What follows belongs to an exercise in optimizing a design on an open flow for small area and a short achievable clock period; a production flow would make more cautious choices.
Function was checked by simulation only, so behaviour that the tests miss may differ from the original.
Power figures rest on the tool's default switching activity, not on a simulated workload.

== job 9838 ==
==> flow/design.v <==
package elastic_memory_responder_pkg;
  localparam int DATA_WIDTH        = 16;
  localparam int ADDRESS_WIDTH     = 10;
  localparam int LOAD_CYCLE        = 3;
  localparam int DEFAULT_MEM_DEPTH = 256;
endpackage
module memory_array
#(
  parameter int DATA_WIDTH = elastic_memory_responder_pkg::DATA_WIDTH,
  parameter int ROWS       = 16,
  parameter int COLS       = 16,
  parameter int GROUP_ROWS = 4,
  parameter int GROUPS     = ROWS / GROUP_ROWS
) (
  input  logic                  clk,
  input  logic [ROWS-1:0]       i_row_wr,    
  input  logic [ROWS-1:0]       i_row_rd,    
  input  logic [COLS-1:0]       i_col,       
  input  logic [DATA_WIDTH-1:0] i_wdata,
  output logic [GROUPS-1:0][DATA_WIDTH-1:0] o_part
);
  logic [DATA_WIDTH-1:0] r_mem [ROWS*COLS];
  always_ff @(posedge clk) begin
    for (int r = 0; r < ROWS; r++) begin
      for (int c = 0; c < COLS; c++) begin
        if (i_row_wr[r] && i_col[c]) begin
          r_mem[r*COLS+c] <= i_wdata;
        end
      end
    end
  end
  logic [DATA_WIDTH-1:0] w_row_data [ROWS];
  always_comb begin
    for (int r = 0; r < ROWS; r++) begin
      w_row_data[r] = '0;
      for (int c = 0; c < COLS; c++) begin
        w_row_data[r] = w_row_data[r] | ({DATA_WIDTH{i_col[c]}} & r_mem[r*COLS+c]);
      end
    end
    for (int g = 0; g < GROUPS; g++) begin
      o_part[g] = '0;
      for (int rr = 0; rr < GROUP_ROWS; rr++) begin
        o_part[g] = o_part[g] | ({DATA_WIDTH{i_row_rd[g*GROUP_ROWS+rr]}} & w_row_data[g*GROUP_ROWS+rr]);
      end
    end
  end
endmodule
module elastic_memory_responder
#(
  parameter int DATA_WIDTH    = elastic_memory_responder_pkg::DATA_WIDTH,
  parameter int ADDRESS_WIDTH = elastic_memory_responder_pkg::ADDRESS_WIDTH,
  parameter int MEM_DEPTH     = elastic_memory_responder_pkg::DEFAULT_MEM_DEPTH,
  parameter int READ_CYCLE    = elastic_memory_responder_pkg::LOAD_CYCLE
) (
  input  logic                     clk,
  input  logic                     reset,
  input  logic                     start_exec,
  input  logic                     init_write,
  input  logic [ADDRESS_WIDTH-1:0] init_address,
  input  logic [DATA_WIDTH-1:0]    init_data,
  input  logic                     req_valid,
  output logic                     req_stop,
  input  logic                     req_write,
  input  logic [ADDRESS_WIDTH-1:0] req_address,
  input  logic [DATA_WIDTH-1:0]    req_write_data,
  output logic                     resp_valid,
  input  logic                     resp_stop,
  output logic [DATA_WIDTH-1:0]    resp_data
);
  localparam int COLS       = 16;
  localparam int ROWS       = MEM_DEPTH / COLS;
  localparam int GROUP_ROWS = 4;
  localparam int GROUPS     = ROWS / GROUP_ROWS;
  logic                    r_exec_en;
  logic                    r_req_stop;
  logic                    r_resp_valid;
  logic [READ_CYCLE-2:0]   r_rd_pipe;      
  logic [DATA_WIDTH-1:0]   r_rdata;
  logic [ROWS-1:0]         r_row_wr;
  logic [ROWS-1:0]         r_row_rd;
  logic [COLS-1:0]         r_col;
  logic [DATA_WIDTH-1:0]   r_wdata;
  logic [GROUPS-1:0][DATA_WIDTH-1:0] r_part;
  logic                    w_req_fire;
  logic                    w_rd_fire;
  logic                    w_exec_next;
  logic                    w_resp_hold;
  logic                    w_wr;
  logic [ADDRESS_WIDTH-1:0] w_addr;
  logic [ROWS-1:0]         w_row;
  logic [COLS-1:0]         w_col;
  logic [GROUPS-1:0][DATA_WIDTH-1:0] w_part;
  logic [DATA_WIDTH-1:0]   w_rdata;
  assign w_req_fire  = req_valid & ~r_req_stop;
  assign w_rd_fire   = w_req_fire & ~req_write;
  assign w_exec_next = ~reset & (r_exec_en | start_exec);
  assign w_resp_hold = r_resp_valid & resp_stop;
  always_ff @(posedge clk) begin
    if (reset) begin
      r_exec_en <= 1'b0;
    end else if (start_exec) begin
      r_exec_en <= 1'b1;
    end
  end
  always_ff @(posedge clk) begin
    if (reset) begin
      r_rd_pipe    <= '0;
      r_resp_valid <= 1'b0;
    end else begin
      r_rd_pipe    <= {r_rd_pipe[READ_CYCLE-3:0], w_rd_fire};
      r_resp_valid <= r_rd_pipe[READ_CYCLE-2] | w_resp_hold;
    end
  end
  always_ff @(posedge clk) begin
    r_req_stop <= ~w_exec_next | w_rd_fire | (|r_rd_pipe) | w_resp_hold;
  end
  assign w_addr = r_exec_en ? req_address : init_address;
  assign w_wr   = r_exec_en ? (req_valid & ~r_req_stop & req_write) : init_write;
  always_comb begin
    for (int r = 0; r < ROWS; r++) begin
      w_row[r] = ({1'b0, w_addr} >> 4) == (ADDRESS_WIDTH + 1)'(r);
    end
    for (int c = 0; c < COLS; c++) begin
      w_col[c] = w_addr[3:0] == 4'(c);
    end
  end
  always_ff @(posedge clk) begin
    r_row_wr <= w_row & {ROWS{w_wr}};
    r_row_rd <= w_row & {ROWS{w_rd_fire}};
    r_col    <= w_col;
    r_wdata  <= r_exec_en ? req_write_data : init_data;
  end
  memory_array #(
    .DATA_WIDTH (DATA_WIDTH),
    .ROWS       (ROWS),
    .COLS       (COLS),
    .GROUP_ROWS (GROUP_ROWS)
  ) u_memory_array (
    .clk      (clk),
    .i_row_wr (r_row_wr),
    .i_row_rd (r_row_rd),
    .i_col    (r_col),
    .i_wdata  (r_wdata),
    .o_part   (w_part)
  );
  always_ff @(posedge clk) begin
    r_part <= w_part;
  end
  always_comb begin
    w_rdata = '0;
    for (int g = 0; g < GROUPS; g++) begin
      w_rdata = w_rdata | r_part[g];
    end
  end
  always_ff @(posedge clk) begin
    r_rdata <= w_rdata | (r_rdata & {DATA_WIDTH{~r_rd_pipe[1]}});
  end
  assign req_stop   = r_req_stop;
  assign resp_valid = r_resp_valid;
  assign resp_data  = r_rdata;
endmodule
==> flow/config.mk <==
export PLATFORM = sky130hd
export DESIGN_NAME = elastic_memory_responder
export DESIGN_NICKNAME = elastic_memory_responder
export VERILOG_FILES = /design/flow/design.v
export SDC_FILE = /design/flow/constraint.sdc
export NUM_CORES = 4
export LEC_CHECK = 0
export CAP_MARGIN = 20
export CORE_MARGIN = 2
export CORE_UTILIZATION = 70
export CTS_CLUSTER_DIAMETER = 100
export CTS_CLUSTER_SIZE = 25
export SETUP_SLACK_MARGIN = 2.7
export SLEW_MARGIN = 20
==> flow/constraint.sdc <==
create_clock -name core_clock -period 5.0 [get_ports {clk}]
set_input_delay 1.0000 -clock core_clock [delete_from_list [all_inputs] [get_ports {clk}]]
set_output_delay 1.0000 -clock core_clock [all_outputs]
set_load 0.01 [all_outputs]
run.sh (not shown) runs the stock make flow with config.mk's settings and CLKGATE_MAP_FILE= SYNTH_SCRIPT=/design/flow/synth_recipe.tcl, a recipe that flattens the netlist after the stock synthesis.
## Diff of input files: job 1903 against job 9838
Settings: changing SETUP_SLACK_MARGIN from 2.7 to 2.8; changing CORE_UTILIZATION from 70 to 80.
Results
Summary of job 1903 over job 9838: non-clock buffer count grew by about 50%; signed area change from the synthesized netlist to the final layout grew by 3.2 points; core area shrank by 13%; clock buffer count shrank by 9; area occupied by multi-input gates grew by 6.8%. For job 9838, the end of the critical path was r_part[21]$_DFF_P_, unlike job 1903, where it was r_part[17]$_DFF_P_. Going from job 9838 to job 1903, the first-pass iteration count of the detailed router was found to have gone up by 3. Of job 1903 and job 9838, it is job 1903 that has the lower cell count after placement. In the tables for job 1903 and job 9838, buffer share of cell area reads higher with job 1903. From job 9838 to job 1903, quantity of I/O buffers inserted on ports did not move at all. For job 1903 and job 9838, there was not a single run that failed to finish clean.
--- input diff job 1903..job 9595 ---
Settings: CORE_UTILIZATION: 80 -> 55; SETUP_SLACK_MARGIN: 2.8 -> 2.5.
==> summary.txt <==
Synthesis-to-layout area growth, job 9595 and job 1903, higher one = job 1903.
Job 9595 against job 1903: design area decreased by about 3% relative to the old numbers, shortest period the worst path allows decreased by 0.14 ns relative to the old numbers, worst setup slack after layout now sits higher, total power dropped 1.0%.
| cell depth of the worst setup path | job 9595 vs job 1903 | 1 lower |
Looking at capturing element of the worst setup path, the r_part[17]$_DFF_P_ result is from job 1903; the r_part[34]$_DFF_P_ one comes from job 9595.
Die: job 9595 bigger than job 1903
In the metrics for job 9595 and job 1903, the one carrying the lower total buffers and inverters traversed by the critical path is job 9595.
> inputs changed (job 9595 -> job 1065)
Settings: a change of SETUP_SLACK_MARGIN from 2.5 to 3.0; a change of CORE_UTILIZATION from 55 to 70.
Findings:
- Job 1065 vs. job 9595: total wire length after detailed routing went up by about 11%.
- Job 1065 against job 9595: global-route usage now sits higher, multi-input gate share of total cell area now sits higher.
- Count of inserted tapcells was lower in the run labelled job 1065.
- Job 9595 has lower setup slack than job 1065.
- Job 1065 reports its worst setup path startpoint as r_col[15]$_DFF_P_ while job 9595 reports r_col[9]$_DFF_P_.
- Relative to job 9595, total power draw increased by 0.44 mW in job 1065.
- Status: clock transition at the registers of the reported paths parity (job 9595, job 1065)
- Job 1065 against job 9595: count of clock-buffer cells in the layout fell by 3.9%; overall die area fell by 60000 µm²; net count reported at finish rose by about 3.3%.

[separate check: timing with driven ports]
How much do the figures lean on ideal ports? The routed layouts below were timed once more, with nothing changed but the port constraints.
Step 1, drivers: a clkbuf_16 drives clk and a buf_2 each remaining input, both assumed.
Step 2 adds t to the input delays and takes it off the output delays; t is the mean of the earliest and latest rising clock arrival at the registers after step 1. Input paths then give back, and output paths get back, about the clock's delay inside the block.
Three values: ideal, step 1, step 2; two values: the first two.
run	shift t [ns]	slack for setup (ns)	worst setup path after step 2	latest minus earliest clock arrival (ns)	worst register clock-pin slew, ns
job 9838	0.940	2.497 / 2.497 / 2.068	input to register	0.029 / 0.029	0.10 / 0.10
job 1903	1.000	2.280 / 2.280 / 2.144	input to register	0.056 / 0.056	0.12 / 0.12
job 9595	1.002	2.417 / 2.417 / 2.110	input to register	0.058 / 0.058	0.10 / 0.10
job 1065	0.953	2.601 / 2.557 / 2.049	input to register	0.032 / 0.032	0.11 / 0.11
After both steps setup and hold are still met in every run listed. The setup slack of job 1065, which loses most, moves by -0.044 ns with the drivers and by -0.552 ns with both steps.
